This is an optimization exercise on Yosys and OpenROAD, whose aim is small area, not a production implementation.
No functional check of the RTL was part of any run shown here.
Power and IR drop assume default switching activity.

### config.mk
export PLATFORM = sky130hd
export DESIGN_NAME = conv_top
export DESIGN_NICKNAME = conv_top
export VERILOG_FILES = /design/flow/design.v
export SDC_FILE = /design/flow/constraint.sdc
export NUM_CORES = 4
export LEC_CHECK = 0
export ABC_AREA = 1
export CAP_MARGIN = 20
export CORE_MARGIN = 2
export CORE_UTILIZATION = 55
export CTS_CLUSTER_DIAMETER = 50
export CTS_CLUSTER_SIZE = 10
export SLEW_MARGIN = 20
### constraint.sdc
create_clock -name core_clock -period 12.5 [get_ports {clk}]
set_input_delay 2.5000 -clock core_clock [delete_from_list [all_inputs] [get_ports {clk}]]
set_output_delay 2.5000 -clock core_clock [all_outputs]
set_load 0.01 [all_outputs]
### design.v
`default_nettype none
package conv_pkg;
    localparam int PIX_W    = 20;    
    localparam int FRAC_W   = 16;
    localparam int ACC_W    = 40;    
    localparam int ADDR_W   = 12;    
    localparam int NUM_TAPS = 9;     
    typedef logic signed [PIX_W-1:0] pix_t;
    function automatic logic [PIX_W-1:0] kernel_w(input logic kernel, input logic [3:0] index);
        logic [PIX_W-1:0] w;
        case ({kernel, index})
            5'h00: w = 20'h0A89E;  5'h01: w = 20'h092D5;  5'h02: w = 20'h06D43;
            5'h03: w = 20'h01004;  5'h04: w = 20'hF8F71;  5'h05: w = 20'hF6E54;
            5'h06: w = 20'hFA6D7;  5'h07: w = 20'hFC834;  5'h08: w = 20'hFAC19;
            5'h10: w = 20'hFDB55;  5'h11: w = 20'h02992;  5'h12: w = 20'hFC994;
            5'h13: w = 20'h050FD;  5'h14: w = 20'h02F20;  5'h15: w = 20'h0202D;
            5'h16: w = 20'h03BD7;  5'h17: w = 20'hFD369;  5'h18: w = 20'h05E68;
            default: w = '0;
        endcase
        kernel_w = w;
    endfunction
    function automatic logic [PIX_W-1:0] kernel_bias(input logic kernel);
        kernel_bias = kernel ? 20'hF7295 : 20'h01310;
    endfunction
    localparam logic [2:0] SEL_NONE  = 3'd0;
    localparam logic [2:0] SEL_L0_K0 = 3'd1;    
    localparam logic [2:0] SEL_L0_K1 = 3'd2;
    localparam logic [2:0] SEL_L1_K0 = 3'd3;    
    localparam logic [2:0] SEL_L1_K1 = 3'd4;
    typedef struct packed {
        pix_t       pixel;    
        logic [3:0] index;    
        logic       valid;
        logic       first;    
        logic       last;     
    } tap_t;
    typedef struct packed {
        pix_t              data;
        logic [ADDR_W-1:0] waddr;
        logic              kernel;
        logic              valid;
    } pool_t;
endpackage
`default_nettype wire
`default_nettype none
module conv_mac
#(
    parameter int          ACCW = 25,
    parameter logic [19:0] BC   = '0      
) (
    input  wire        clk,
    input  wire [19:0] x,
    input  wire        en,       
    input  wire        neg,      
    input  wire        bias,     
    input  wire        clr,      
    input  wire        sh,       
    output logic [19:0] res
);
    logic [ACCW-1:0] acc;
    logic [19:0]     xo;
    logic [ACCW-1:0] a, b, s;
    logic [ACCW:0]   c;
    assign xo = (x & {20{en}}) | (BC & {20{bias}});
    always_comb begin
        for (int i = 0; i < ACCW; i++) begin
            a[i] = acc[i] & ~clr;
            b[i] = ((i < 20) ? xo[i] : xo[19]) ^ neg;
        end
        c[0] = neg;
        for (int i = 0; i < ACCW; i++) begin
            s[i]   = a[i] ^ b[i] ^ c[i];
            c[i+1] = (a[i] & b[i]) | (c[i] & (a[i] ^ b[i]));
        end
    end
    always_ff @(posedge clk) begin
        acc <= sh ? {s[ACCW-1], s[ACCW-1:1]} : s;
    end
    assign res = acc[19:0];
endmodule
`default_nettype wire
`default_nettype none
module conv_rom (
    input  wire [6:0] c,
    output logic [18:0] o
);
  logic new_n27, new_n28, new_n29, new_n30, new_n31, new_n32, new_n33,
    new_n34, new_n35, new_n36, new_n37, new_n38, new_n39, new_n40, new_n41,
    new_n42, new_n43, new_n44, new_n45, new_n46, new_n47, new_n48, new_n49,
    new_n50, new_n51, new_n52, new_n53, new_n54, new_n55, new_n56, new_n57,
    new_n58, new_n59, new_n60, new_n61, new_n62, new_n63, new_n64, new_n65,
    new_n66, new_n67, new_n68, new_n69, new_n70, new_n71, new_n72, new_n73,
    new_n74, new_n75, new_n76, new_n77, new_n78, new_n79, new_n80, new_n81,
    new_n83, new_n84, new_n85, new_n86, new_n87, new_n88, new_n89, new_n90,
    new_n91, new_n92, new_n93, new_n94, new_n95, new_n96, new_n97, new_n98,
    new_n99, new_n100, new_n101, new_n102, new_n103, new_n104, new_n107,
    new_n108, new_n110, new_n111, new_n112, new_n113, new_n114, new_n115,
    new_n116, new_n117, new_n118, new_n119, new_n120, new_n121, new_n122,
    new_n123, new_n124, new_n125, new_n126, new_n127, new_n128, new_n129,
    new_n130, new_n131, new_n132, new_n133, new_n134, new_n135, new_n136,
    new_n137, new_n138, new_n140, new_n141, new_n142, new_n143, new_n144,
    new_n145, new_n146, new_n147, new_n149, new_n150, new_n151, new_n152,
    new_n153, new_n154, new_n156, new_n157, new_n158, new_n159, new_n160,
    new_n161, new_n162, new_n163, new_n164, new_n165, new_n166, new_n167,
    new_n168, new_n170, new_n171, new_n172, new_n173, new_n174, new_n175,
    new_n176, new_n177, new_n178, new_n179, new_n180, new_n181, new_n182,
    new_n183, new_n185, new_n187, new_n188, new_n189, new_n190, new_n191,
    new_n192, new_n193, new_n194, new_n195, new_n197, new_n198, new_n199,
    new_n200, new_n201, new_n202, new_n203, new_n205, new_n206, new_n207,
    new_n208, new_n209, new_n210, new_n211, new_n212, new_n213, new_n214,
    new_n215, new_n217, new_n219, new_n220, new_n224;
  assign new_n27 = ~c[1] & ~c[0];
  assign new_n28 = ~c[2] & new_n27;
  assign new_n29 = ~c[5] & new_n28;
  assign new_n30 = ~c[5] & ~c[4];
  assign new_n31 = ~c[3] & new_n27;
  assign new_n32 = new_n30 & new_n31;
  assign new_n33 = ~c[4] & ~c[2];
  assign new_n34 = ~c[5] & ~c[3];
  assign new_n35 = new_n33 & new_n34;
  assign new_n36 = c[6] & ~new_n35;
  assign new_n37 = c[2] & ~new_n30;
  assign new_n38 = ~c[3] & c[1];
  assign new_n39 = new_n37 & new_n38;
  assign new_n40 = c[3] & ~new_n37;
  assign new_n41 = ~c[1] & c[0];
  assign new_n42 = ~c[5] & ~c[2];
  assign new_n43 = c[4] & ~c[3];
  assign new_n44 = ~new_n42 & new_n43;
  assign new_n45 = new_n41 & ~new_n44;
  assign new_n46 = ~new_n40 & new_n45;
  assign new_n47 = ~new_n39 & ~new_n46;
  assign new_n48 = c[2] & c[1];
  assign new_n49 = ~c[0] & new_n48;
  assign new_n50 = new_n47 & new_n49;
  assign new_n51 = c[5] & c[4];
  assign new_n52 = c[2] & c[0];
  assign new_n53 = new_n51 & new_n52;
  assign new_n54 = ~new_n29 & ~new_n53;
  assign new_n55 = ~c[3] & ~new_n54;
  assign new_n56 = c[1] & c[0];
  assign new_n57 = c[5] & new_n33;
  assign new_n58 = ~new_n43 & ~new_n57;
  assign new_n59 = new_n56 & ~new_n58;
  assign new_n60 = ~c[5] & c[3];
  assign new_n61 = c[1] & new_n60;
  assign new_n62 = ~c[4] & new_n61;
  assign new_n63 = c[2] & new_n62;
  assign new_n64 = ~new_n59 & ~new_n63;
  assign new_n65 = c[4] & ~c[1];
  assign new_n66 = ~c[2] & c[0];
  assign new_n67 = c[2] & ~c[0];
  assign new_n68 = ~new_n66 & ~new_n67;
  assign new_n69 = new_n60 & ~new_n68;
  assign new_n70 = new_n65 & new_n69;
  assign new_n71 = ~c[4] & c[3];
  assign new_n72 = c[5] & new_n27;
  assign new_n73 = new_n71 & new_n72;
  assign new_n74 = new_n48 & new_n51;
  assign new_n75 = ~c[6] & ~new_n74;
  assign new_n76 = ~new_n73 & new_n75;
  assign new_n77 = ~new_n70 & new_n76;
  assign new_n78 = new_n64 & new_n77;
  assign new_n79 = ~new_n55 & new_n78;
  assign new_n80 = ~new_n50 & new_n79;
  assign new_n81 = ~new_n36 & ~new_n80;
  assign o[17] = new_n32 | new_n81;
  assign new_n83 = ~new_n47 & new_n51;
  assign new_n84 = c[4] & c[2];
  assign new_n85 = ~c[4] & c[0];
  assign new_n86 = ~new_n84 & ~new_n85;
  assign new_n87 = new_n37 & new_n86;
  assign new_n88 = ~new_n62 & ~new_n87;
  assign new_n89 = c[1] & ~c[0];
  assign new_n90 = ~new_n42 & ~new_n89;
  assign new_n91 = new_n42 & new_n89;
  assign new_n92 = c[4] & ~new_n91;
  assign new_n93 = ~new_n90 & new_n92;
  assign new_n94 = new_n88 & ~new_n93;
  assign new_n95 = ~c[5] & c[4];
  assign new_n96 = new_n56 & ~new_n95;
  assign new_n97 = ~new_n39 & new_n96;
  assign new_n98 = c[5] & ~c[3];
  assign new_n99 = new_n66 & new_n98;
  assign new_n100 = ~c[6] & ~new_n99;
  assign new_n101 = ~new_n97 & new_n100;
  assign new_n102 = new_n94 & new_n101;
  assign new_n103 = ~new_n83 & new_n102;
  assign new_n104 = ~o[17] & new_n103;
  assign o[18] = ~new_n29 & new_n104;
  assign o[0] = new_n32 & new_n36;
  assign new_n107 = c[6] & new_n35;
  assign new_n108 = new_n41 & new_n107;
  assign o[4] = o[0] | new_n108;
  assign new_n110 = c[1] & ~new_n98;
  assign new_n111 = ~new_n60 & new_n110;
  assign new_n112 = c[3] & c[0];
  assign new_n113 = ~new_n95 & new_n112;
  assign new_n114 = ~new_n31 & ~new_n113;
  assign new_n115 = ~c[2] & ~new_n114;
  assign new_n116 = ~new_n111 & ~new_n115;
  assign new_n117 = ~new_n61 & ~new_n74;
  assign new_n118 = ~new_n116 & ~new_n117;
  assign new_n119 = ~new_n30 & ~new_n111;
  assign new_n120 = new_n52 & ~new_n119;
  assign new_n121 = new_n51 & ~new_n89;
  assign new_n122 = new_n110 & new_n121;
  assign new_n123 = ~c[6] & ~new_n122;
  assign new_n124 = ~c[1] & new_n67;
  assign new_n125 = c[5] & new_n124;
  assign new_n126 = ~new_n33 & ~new_n84;
  assign new_n127 = new_n31 & ~new_n126;
  assign new_n128 = ~new_n125 & ~new_n127;
  assign new_n129 = new_n123 & new_n128;
  assign new_n130 = ~new_n120 & new_n129;
  assign new_n131 = ~new_n118 & new_n130;
  assign new_n132 = ~new_n86 & new_n98;
  assign new_n133 = new_n47 & new_n132;
  assign new_n134 = c[3] & new_n89;
  assign new_n135 = new_n94 & new_n134;
  assign new_n136 = ~new_n133 & ~new_n135;
  assign new_n137 = new_n131 & new_n136;
  assign new_n138 = ~new_n36 & ~new_n137;
  assign o[16] = o[4] | new_n138;
  assign new_n140 = c[4] & new_n67;
  assign new_n141 = ~new_n41 & ~new_n140;
  assign new_n142 = new_n98 & ~new_n141;
  assign new_n143 = ~new_n27 & ~new_n56;
  assign new_n144 = new_n60 & new_n84;
  assign new_n145 = new_n143 & new_n144;
  assign new_n146 = ~new_n142 & ~new_n145;
  assign new_n147 = new_n116 & new_n146;
  assign o[15] = new_n137 & new_n147;
  assign new_n149 = new_n51 & new_n89;
  assign new_n150 = ~c[4] & ~new_n98;
  assign new_n151 = new_n28 & new_n150;
  assign new_n152 = ~new_n149 & ~new_n151;
  assign new_n153 = new_n47 & new_n152;
  assign new_n154 = new_n64 & new_n153;
  assign o[14] = ~c[6] & ~new_n154;
  assign new_n156 = c[3] & ~new_n67;
  assign new_n157 = ~c[1] & ~new_n66;
  assign new_n158 = new_n95 & new_n157;
  assign new_n159 = ~new_n156 & new_n158;
  assign new_n160 = ~new_n71 & ~new_n159;
  assign new_n161 = ~c[1] & new_n68;
  assign new_n162 = ~new_n160 & new_n161;
  assign new_n163 = new_n120 & new_n162;
  assign new_n164 = c[3] & c[2];
  assign new_n165 = ~new_n38 & ~new_n164;
  assign new_n166 = ~new_n88 & new_n165;
  assign new_n167 = new_n123 & ~new_n159;
  assign new_n168 = ~new_n166 & new_n167;
  assign o[13] = ~new_n163 & new_n168;
  assign new_n170 = new_n61 & new_n94;
  assign new_n171 = ~new_n44 & ~new_n58;
  assign new_n172 = ~c[3] & c[2];
  assign new_n173 = ~new_n95 & new_n172;
  assign new_n174 = ~new_n171 & ~new_n173;
  assign new_n175 = new_n41 & ~new_n174;
  assign new_n176 = ~new_n87 & ~new_n121;
  assign new_n177 = new_n38 & ~new_n176;
  assign new_n178 = new_n111 & new_n140;
  assign new_n179 = new_n124 & new_n150;
  assign new_n180 = ~new_n178 & ~new_n179;
  assign new_n181 = ~new_n177 & new_n180;
  assign new_n182 = ~new_n175 & new_n181;
  assign new_n183 = ~new_n170 & new_n182;
  assign o[12] = ~c[6] & ~new_n183;
  assign new_n185 = ~c[6] & ~c[2];
  assign o[11] = new_n122 & new_n185;
  assign new_n187 = new_n62 & ~new_n67;
  assign new_n188 = ~new_n28 & ~new_n73;
  assign new_n189 = ~new_n56 & new_n57;
  assign new_n190 = ~new_n33 & new_n56;
  assign new_n191 = new_n34 & new_n190;
  assign new_n192 = ~new_n189 & ~new_n191;
  assign new_n193 = new_n188 & new_n192;
  assign new_n194 = ~new_n187 & new_n193;
  assign new_n195 = new_n146 & new_n194;
  assign o[10] = ~c[6] & ~new_n195;
  assign new_n197 = new_n34 & ~new_n48;
  assign new_n198 = ~new_n161 & new_n197;
  assign new_n199 = ~new_n177 & ~new_n198;
  assign new_n200 = ~new_n133 & new_n199;
  assign new_n201 = ~c[4] & ~new_n200;
  assign new_n202 = new_n121 & new_n164;
  assign new_n203 = ~c[6] & ~new_n202;
  assign o[9] = ~new_n201 & new_n203;
  assign new_n205 = ~new_n123 & ~new_n185;
  assign new_n206 = ~new_n69 & ~new_n99;
  assign new_n207 = new_n65 & ~new_n206;
  assign new_n208 = c[4] & c[3];
  assign new_n209 = new_n125 & ~new_n208;
  assign new_n210 = ~new_n42 & new_n56;
  assign new_n211 = new_n208 & new_n210;
  assign new_n212 = ~new_n209 & ~new_n211;
  assign new_n213 = ~new_n207 & new_n212;
  assign new_n214 = ~new_n118 & new_n213;
  assign new_n215 = ~new_n162 & new_n214;
  assign o[8] = ~new_n205 & ~new_n215;
  assign new_n217 = c[3] & new_n140;
  assign o[7] = new_n104 & new_n217;
  assign new_n219 = ~o[0] & new_n205;
  assign new_n220 = new_n35 & ~new_n89;
  assign o[2] = ~new_n219 | new_n220;
  assign o[6] = ~new_n36 & ~o[2];
  assign o[5] = new_n107 & ~new_n143;
  assign new_n224 = c[1] & new_n35;
  assign o[3] = ~new_n219 | new_n224;
  assign o[1] = new_n35 & o[10];
endmodule
`default_nettype wire
`default_nettype none
module conv_top
#(
    parameter int IMG_BITS = 6    
) (
    input  wire               clk,
    input  wire               rst,
    input  wire               ready,
    input  wire [19:0]        idata,
    input  wire [19:0]        cdata_rd,
    output logic              busy,
    output logic              cwr,
    output logic              crd,
    output logic [11:0]       iaddr,
    output logic [11:0]       caddr_wr,
    output logic [11:0]       caddr_rd,
    output logic [19:0]       cdata_wr,
    output logic [2:0]        csel
);
    localparam int ACCW = 24;
    logic [7-1:0]     cyc;        
    logic [11:0]     pix;        
    logic            flag;       
    logic rm, rp, cm, cp, ng0, nz0, sh0, bs0, ng1, nz1, sh1, bs1, wr, rd, pw, kb, pb, clr, lc;
    logic [19-1:0] ctl;
    conv_rom u_rom (.c (cyc), .o (ctl));
    assign {rm, rp, cm, cp, ng0, nz0, sh0, bs0, ng1, nz1, sh1, bs1, wr, rd, pw, kb, pb, clr, lc} = ctl;
    logic [12:0]     pc;         
    logic [11:0]     pix_inc;
    logic [7:0]   cc;         
    logic [7-1:0] cyc_inc;
    always_comb begin
        pc[0] = lc;
        for (int i = 0; i < 12; i++) begin
            pix_inc[i] = pix[i] ^ pc[i];
            pc[i+1]    = pix[i] & pc[i];
        end
        cc[0] = 1'b1;
        for (int i = 0; i < 7; i++) begin
            cyc_inc[i] = cyc[i] ^ cc[i];
            cc[i+1]    = cyc[i] & cc[i];
        end
    end
    always_ff @(posedge clk or posedge rst) begin
        if (rst)
            busy <= 1'b0;
        else if (busy)
            busy <= !(lc && pc[12]);
        else
            busy <= ready;
    end
    always_ff @(posedge clk) begin
        cyc <= (busy && !lc) ? cyc_inc : '0;
        pix <= busy ? pix_inc : 12'd0;
    end
    logic [5:0] row, col, nrow, ncol;
    logic [6:0] rt, ct;
    logic       pad;
    assign row = {pix[11:7], pix[1]};
    assign col = {pix[6:2],  pix[0]};
    always_comb begin
        rt[0] = rm | rp;
        ct[0] = cm | cp;
        for (int i = 0; i < 6; i++) begin
            nrow[i]  = row[i] ^ rt[i];
            ncol[i]  = col[i] ^ ct[i];
            rt[i+1]  = rt[i] & (row[i] ^ rm);
            ct[i+1]  = ct[i] & (col[i] ^ cm);
        end
    end
    assign pad   = rt[6] | ct[6];    
    assign iaddr = {nrow, ncol};
    logic        en0, en1;
    logic [19:0] res0, res1;
    assign en0 = nz0 & ~pad;
    assign en1 = nz1 & ~pad;
    conv_mac #(.ACCW(ACCW), .BC(20'h02621)) u_mac0 (
        .clk (clk), .x (idata), .en (en0), .neg (ng0), .bias (bs0),
        .clr (clr), .sh (sh0), .res (res0)
    );
    conv_mac #(.ACCW(ACCW), .BC(20'hEE52B)) u_mac1 (
        .clk (clk), .x (idata), .en (en1), .neg (ng1), .bias (bs1),
        .clr (clr), .sh (sh1), .res (res1)
    );
    logic [19:0] res;
    logic [18:0] val;
    logic [19:0] gc;             
    assign res = kb ? res1 : res0;
    assign val = res[19] ? 19'd0 : res[18:0];        
    always_comb begin
        gc[0] = 1'b0;
        for (int i = 0; i < 19; i++)
            gc[i+1] = (val[i] & ~cdata_rd[i]) | (gc[i] & (val[i] | ~cdata_rd[i]));
    end
    always_ff @(posedge clk) begin
        if (rd)
            flag <= gc[19] || (pix[1:0] == 2'd0);    
    end
    assign cwr      = busy && (wr || (pw && flag));
    assign crd      = busy && rd;
    assign csel     = {pb & kb, pb ^ kb, ~kb};
    assign caddr_rd = {2'b00, pix[11:7], pix[6:2]};
    assign caddr_wr = pb ? caddr_rd : {pix[11:7], pix[1], pix[6:2], pix[0]};
    assign cdata_wr = {1'b0, val};
endmodule
`default_nettype wire
### flow/run.sh
#!/bin/bash
set -euo pipefail
rm -rf scripts_area
cp -r "$FLOW_HOME/scripts" scripts_area
cp flow/abc_area.script scripts_area/abc_area.script
export BUFFER_PORTS_ARGS="-buffer_cell sky130_fd_sc_hd__buf_1"
bash standard.sh ABC_AREA=1 SCRIPTS_DIR="$PWD/scripts_area" > standard.log 2>&1
### flow/abc_area.script
strash
dch -f
map -a
topo
### standard.sh
#!/bin/bash
# synth_recipe.tcl (not shown) runs the flow's synth.tcl, then flattens the netlist and writes it again
# the make line also repeats each setting of config.mk as NAME=value (left out here)
make -C /OpenROAD-flow-scripts/flow DESIGN_CONFIG=/design/flow/config.mk WORK_HOME=/design/flow/orfs CLKGATE_MAP_FILE= SYNTH_SCRIPT=/design/flow/synth_recipe.tcl "${@:-finish}"
==> results of run 1 <==
cells by family (layout without fill, tap and decap cells):
kind of cell | after synthesis | in the layout | synth area share
AOI/OAI and AO/OA | 105 | 105 | 0.104
other | 1 | 3 | 0.000651
xor gates and xnor gates | 57 | 57 | 0.0867
DFF | 69 | 69 | 0.242
buffers and inverters | 116 | 340 | 0.0841
adders and majority gates | 85 | 85 | 0.235
muxes | 35 | 35 | 0.0608
and+or+nand+nor | 269 | 269 | 0.186
metal layers:
layer  up-vias  track usage  share of wire
met5         -            0              0
met4         0        0.154          0.040
met3        62       0.0552          0.060
met2       260        0.569           0.52
met1      2811        0.361           0.38
li1       2835            -              -
stage by stage:
stage	cells	power [mW]	setup WS, ns	hold WS (ns)
CTS	1089	1.21	-0.00948	0.556
global route	1099	1.35	-0.282	0.567
global placement	1062	0.927	-0.232	0.536
detailed placement	1062	0.971	-0.464	0.542
floorplan	739	0.807	0.0184	0.456
finish	1099	1.24	0.275	0.551
power groups by stage:
stage / sequential (mW) / combinational [mW] / clock [mW]
global route: 0.360 / 0.758 / 0.233
global placement: 0.353 / 0.573 / 0
finish: 0.354 / 0.667 / 0.222
CTS: 0.351 / 0.631 / 0.223
detailed placement: 0.355 / 0.615 / 0
floorplan: 0.346 / 0.461 / 0
cells in the final DEF (no fill, tap or decap), types with 4 or more instances in the layout:
cell type,n
nand2_1,148
xnor2_1,6
xor2_1,48
maj3_1,15
ha_1,23
clkinv_1,89
nand4_1,7
o21ai_0,28
dfxtp_4,4
clkinv_4,5
clkbuf_8,10
dfxtp_1,61
buf_1,100
fa_1,9
nor3_4,4
nand3_1,8
buf_4,115
fa_2,35
a21oi_1,39
nor2_1,69
buf_6,5
inv_2,6
nor2_4,5
a21oi_2,6
mux2i_1,35
a31oi_1,4
nand2_2,7
nor2_2,4
worst max path at each step:
| stage | cells after the start | to |
|---|---|---|
| 3_3_place_gp | 50 | u_mac0.acc[22] |
| 3_5_place_dp | 51 | u_mac0.acc[22] |
| 2_1_floorplan | 52 | u_mac0.acc[22] |
| 4_1_cts | 50 | u_mac0.acc[22] |
| 6_report | 51 | u_mac0.acc[22] |
| 5_1_grt | 51 | u_mac0.acc[22] |
final cells by class:
type                    instances  area, um2  area share
multi-input cells             554       4280       0.547
inverters                     103        413      0.0528
repair buffers                221       1320       0.168
clock inverters                 6       92.6      0.0118
flip-flops and latches         69       1410       0.181
clock buffers                  10        138      0.0176
well taps                     136        170      0.0218
registers in the layout, indices dropped and copies added, names as in the netlist:
register    count
busy            1
cyc             7
flag            1
pix            12
u_mac0.acc     24
u_mac1.acc     24
worst max-delay path: cells and delay by family (launching register included):
family	cells	cell delay [ns]
and+or+nand+nor	12	1.36
adders and majority gates	23	8.44
buffers and inverters	7	0.68
xor gates and xnor gates	2	0.35
DFF	1	0.34
AOI/OAI and AO/OA	7	0.92
repair_timing:
item / in CTS / in global routing
endpoints found under the hold margin: 0 / 0
endpoints found under the setup margin: 6 / 6
resized for setup: 15 / 71
setup buffers: 11 / 11
pin swaps: 16 / 11
hold buffers: 0 / 0
==> impl_metrics.py, run 1 <==
metrics = {
    "yosys": {
        "synth_most_common_cell": "nand2_1",
        "synth_cells": 737,
        "syn_area_um2": 5760,
        "yosys.area.top_type_share": 0.233,
        "synth_area_leader_cell": "dfxtp_1",
        "synth_seq_cells": 69,
        "synth-edff-count": 1,
        "seq_area_frac_synth": 0.242,
        "synthArstFlopShare": 0.0145,
        "postSynthAreaPerCell_um2": 7.81,
        "synth_area_leaders": "dfxtp_1 (23%), fa_1 (15%), nand2_1 (10%)",
        "yosysWarnings": 3,
        "synth_cell_type_count": 37,
        "ys.flop_type": "dfxtp_1",
        "synth_common_cells": "nand2_1 (158), clkinv_1 (103), nor2_1 (78)",
    },
    "drt": {
        "dr.pass1.iters": 5,
        "drc": 0,
        "totalWireLength_um": 17600,
        "via_per_inst": 5.43,
        "antenna_left": 0,
        "wire_per_inst_um": 16.0,
        "num_vias": 5968,
        "drt_iter0_markers": 386,
    },
    "global_routing": {
        "grt_first_pass_wirelength_um": 28300,
        "antenna_found_initial": 0,
        "track_usage": 0.317,
        "grt_max_degree": 29,
        "grt-ovfl-total": 0,
        "grt_pass1_vias": 6046,
    },
    "status": {
        "status": "timing/DRC/antenna clean",
    },
    "setup_path": {
        "r2r-start": "cyc[0]",
        "crit_top_cell": "fa_2",
        "timing.critical_path.from": "cyc[0]",
        "r2r_slack_ns": 0.27,
        "crit_required_ns": 12.74,
        "cp_slowest_stage_delay_ns": 0.42,
        "r2r_cells": 51,
        "critical_path_class": "flop to flop",
        "crit_path_start_kind": "flop",
        "r2r-end": "u_mac0.acc[22]",
        "critPathSlowestCell": "fa_2",
        "arrival_ns": 12.47,
        "crit_fanout": 4,
        "setup.worst_path.end_class": "flop",
    },
    "sta": {
        "hold_violations": 0,
        "tightest_slew_ns": 0.833,
        "fin_skew_ns": 0.0110,
        "rsz0062_at_grt": "true",
        "period_share": 0.978,
        "final-setup-viol-count": 0,
        "drv_slew": 0,
        "fmax_mhz": 81.8,
        "slew_headroom": 0.439,
        "final.min_clock_period_ns": 12.23,
        "tns_ns": 0,
    },
    "power": {
        "p_switching_mw": 0.502,
        "seqPwrFrac": 0.285,
        "p_comb_frac": 0.537,
        "p_leak_nw": 3.60,
        "power.density_nw_per_um2": 159,
        "intPower_mw": 0.741,
        "ir_drop_uv": 90.3,
        "swShare": 0.404,
        "power.share.clock": 0.178,
    },
    "clocking": {
        "clk_pin_slew_worst_paths_ns": 0.09,
        "cts-htree-levels": 3,
        "clkSinkCount": 69,
        "worstSkewPairLatency_ns": 0.36,
        "cts_tree": "done",
        "cts_buffers": 9,
        "cts_buffer_depth": 2,
        "cts_root_buffer": "clkbuf_8",
    },
    "placed_design": {
        "port_buffers": 100,
        "gp_congestion": 0.894,
        "dp_hpwl_um": 13100,
        "place_area_um2": 7130,
    },
    "floorplan": {
        "dieArea_um2": 11300,
        "io_pins": 105,
        "rows": 37,
        "die_y_um": 106,
        "die_w_um": 106,
        "coreArea_um2": 10200,
        "start_util": 0.563,
    },
    "layout": {
        "area_growth_pct": 35.7,
        "antennaDiodeCount": 0,
        "num-nets-final": 1071,
        "fill_cells": 748,
        "final_util": 0.764,
        "final_cell_area_um2": 7820,
        "drive_above_1_share": 0.254,
    },
    "worst_hold_path": {
        "min_path_cells": 2,
        "hold_path.class": "flop to flop",
        "holdPathEnd": "cyc[0]",
        "hold_start": "cyc[0]",
    },
    "job": {
        "drv_cap": 0,
    },
}
==> inputs of run 2 (changes only) <==
--- a/config.mk
+++ b/config.mk
@@ -13,2 +13,3 @@
 export CTS_CLUSTER_SIZE = 10
+export GPL_TIMING_DRIVEN = 0
 export SLEW_MARGIN = 20
==> run 2 against run 1 <==
Net effect: still clean; clock skew up 0.0029 ns; global-route usage down 2.3 points; clock power down 17%; critical path depth unchanged; first-iteration DRC count down 30%; synthesized cell count unchanged; cell area down 4.4%; critical endpoint unchanged; highest routed layer unchanged.
==> impl_metrics.py, run 2 <==
metrics = {
    "global_routing": {
        "grt_first_pass_wirelength_um": 26300,
        "grt-ovfl-total": 0,
        "top_usage_layer": "met2",
        "met3_usage": 0.0386,
        "grt_max_degree": 46,
        "track_usage": 0.294,
        "met2_usage": 0.528,
        "grt_pass1_vias": 5686,
        "grt_util_met1": 0.343,
        "antenna_found_initial": 0,
    },
    "sta": {
        "fin_skew_ns": 0.0139,
        "rsz0062_at_grt": "true",
        "final-setup-viol-count": 0,
        "hold_slack_ns": 0.489,
        "drv_slew": 0,
        "tightest_slew_ns": 0.888,
        "period_share": 0.986,
        "fmax_mhz": 81.1,
        "hold_violations": 0,
        "tns_ns": 0,
        "final.min_clock_period_ns": 12.33,
        "setup_slack_ns": 0.173,
        "slew_headroom": 0.402,
    },
    "yosys": {
        "synth_seq_cells": 69,
        "synth_common_cells": "nand2_1 (158), clkinv_1 (103), nor2_1 (78)",
        "synth-edff-count": 1,
        "synth_most_common_cell": "nand2_1",
        "yosysWarnings": 3,
        "yosys.area.top_type_share": 0.233,
        "synth_cell_type_count": 37,
        "synth_area_leaders": "dfxtp_1 (23%), fa_1 (15%), nand2_1 (10%)",
        "seq_area_frac_synth": 0.242,
        "postSynthAreaPerCell_um2": 7.81,
        "ys.flop_type": "dfxtp_1",
        "syn_area_um2": 5760,
        "synth_cells": 737,
        "synth_area_leader_cell": "dfxtp_1",
        "synthArstFlopShare": 0.0145,
    },
    "worst_hold_path": {
        "min_path_cells": 1,
        "hold_start": "cyc[0]",
        "hold_path.class": "flop to flop",
        "holdPathEnd": "cyc[0]",
    },
    "layout": {
        "fill_cells": 838,
        "final_cell_area_um2": 7470,
        "reg_top3": "u_mac0.acc (24), u_mac1.acc (24), pix (12)",
        "drive_above_1_share": 0.216,
        "final_common_cell": "nand2_1",
        "area_growth_pct": 29.7,
        "final_util": 0.730,
        "layout_common_cells": "nand2_1 (147), buf_1 (100), clkinv_1 (82)",
        "layoutNonFillerInstCount": 1038,
        "antennaDiodeCount": 0,
        "num-nets-final": 1010,
    },
    "setup_path": {
        "setup.worst_path.end_class": "flop",
        "arrival_ns": 12.54,
        "crit_required_ns": 12.72,
        "r2r_cells": 51,
        "critical_path_class": "flop to flop",
        "crit_fanout": 4,
        "cp_slowest_stage_delay_ns": 0.43,
        "critPathSlowestCell": "dfxtp_4",
        "crit_path_start_kind": "flop",
        "r2r-start": "cyc[4]",
        "r2r_slack_ns": 0.17,
        "crit_top_cell": "fa_2",
        "r2r-end": "u_mac0.acc[22]",
    },
    "clocking": {
        "clkSinkCount": 69,
        "cts_buffers": 9,
        "cts-htree-levels": 3,
        "cts_root_buffer": "clkbuf_8",
        "cts_tree": "done",
        "cts_buffer_depth": 2,
        "cts-hold-fix-buffers": 0,
        "worstSkewPairLatency_ns": 0.37,
        "clk_pin_slew_worst_paths_ns": 0.08,
    },
    "power": {
        "ir_drop_uv": 80.9,
        "finalPower_mw": 1.17,
        "p_leak_nw": 3.31,
        "power.density_nw_per_um2": 156,
    },
    "floorplan": {
        "die_y_um": 106,
        "coreArea_um2": 10200,
        "start_util": 0.563,
        "die_w_um": 106,
        "io_pins": 105,
        "dieArea_um2": 11300,
        "rows": 37,
    },
    "status": {
        "status": "timing/DRC/antenna clean",
    },
    "placed_design": {
        "place_area_um2": 6550,
        "gp_congestion": 0.903,
        "port_buffers": 100,
        "place_ws_ns": -1.66,
        "placed_cells": 978,
        "dp_hpwl_um": 11600,
    },
    "drt": {
        "dr.pass1.iters": 5,
        "wire_per_inst_um": 15.8,
        "drt_iter0_markers": 272,
        "num_vias": 5618,
        "drc": 0,
        "via_per_inst": 5.41,
        "totalWireLength_um": 16400,
        "antenna_left": 0,
    },
    "job": {
        "drv_cap": 0,
    },
}
[run 2: worst max-delay path, delay by kind of cell (launching register included)]
family	cells	cell delay [ns]
adders and majority gates	23	8.36
and+or+nand+nor	10	1.39
AOI/OAI and AO/OA	8	1.06
buffers and inverters	8	0.63
DFF	1	0.43
xor gates and xnor gates	2	0.34
[run 2: cell families after synthesis]
kind of cell | after synthesis | synth area share
flip-flops | 69 | 0.242
other | 1 | 0.000651
AO/OA/AOI/OAI | 105 | 0.104
adder cells (fa/ha/maj) | 85 | 0.235
XOR/XNOR | 57 | 0.0867
buffers and inverters | 116 | 0.0841
multiplexers | 35 | 0.0608
AND/OR/NAND/NOR | 269 | 0.186
[run 2: layout make-up]
class / count / area, um2 / area share
inverters: 103 / 444 / 0.0595
clock inverters: 4 / 27.5 / 0.00369
repair buffers: 147 / 776 / 0.104
multi-input cells: 554 / 4370 / 0.585
plain buffers: 13 / 97.6 / 0.0131
well taps: 136 / 170 / 0.0228
flip-flops and latches: 69 / 1420 / 0.190
clock buffers: 12 / 166 / 0.0223
[run 2: worst max-delay path by stage]
stage            from             end  slack (ns)  depth (start not counted)
5_1_grt        cyc[4]  u_mac0.acc[22]       -0.28                         52
4_1_cts        cyc[4]  u_mac0.acc[22]       -0.02                         51
2_1_floorplan  cyc[2]  u_mac0.acc[22]        0.02                         52
6_report       cyc[4]  u_mac0.acc[22]        0.17                         51
3_3_place_gp   cyc[3]  u_mac1.acc[22]       -1.36                         51
3_5_place_dp   cyc[3]  u_mac1.acc[22]       -1.66                         51
[run 2: metal layers]
metal  routed length, um  part of all wire  vias up
li1                    -                 -     2691
met1                6450              0.39     2659
met2                8470              0.52      224
met3                1020             0.062       44
met4                 481             0.029        0
met5                   0                 0        -
[run 2: timing repair]
action,4_1_cts,5_1_grt
buffers inserted,28,16
endpoints found under the setup margin,11,6
gates resized for setup,40,67
pin swaps,21,40
[run 2: power by group]
| group | internal, mW | switching, mW |
|---|---|---|
| clock network | 0.0902 | 0.0946 |
| logic | 0.290 | 0.336 |
| registers | 0.313 | 0.0417 |
| total | 0.693 | 0.472 |

==> what the ideal ports hide <==
Ports are ideal in the flow. The routed layouts listed here were re-timed in OpenROAD.
Step 1: set_driving_cell puts a clkbuf_16 on clk and a buf_2 on each other input, an assumption about the parent block.
Step 2 adds t to the input delays and takes it off the output delays; t is the mean of the earliest and latest rising clock arrival at the registers after step 1. Input paths then give back, and output paths get back, about the clock's delay inside the block.
a / b / c = no drivers / after step 1 / after step 2; a / b = the first two.
| run | t (ns) | slack for setup (ns) | worst data-port slew with drivers (ns) | cell pins on the clock port's net |
|---|---|---|---|---|
| run 1 | 0.394 | 0.275 / 0.275 / 0.275 | 0.03 | 1 |
| run 2 | 0.398 | 0.173 / 0.173 / 0.173 | 0.04 | 1 |
After both steps setup and hold are still met in every run listed.
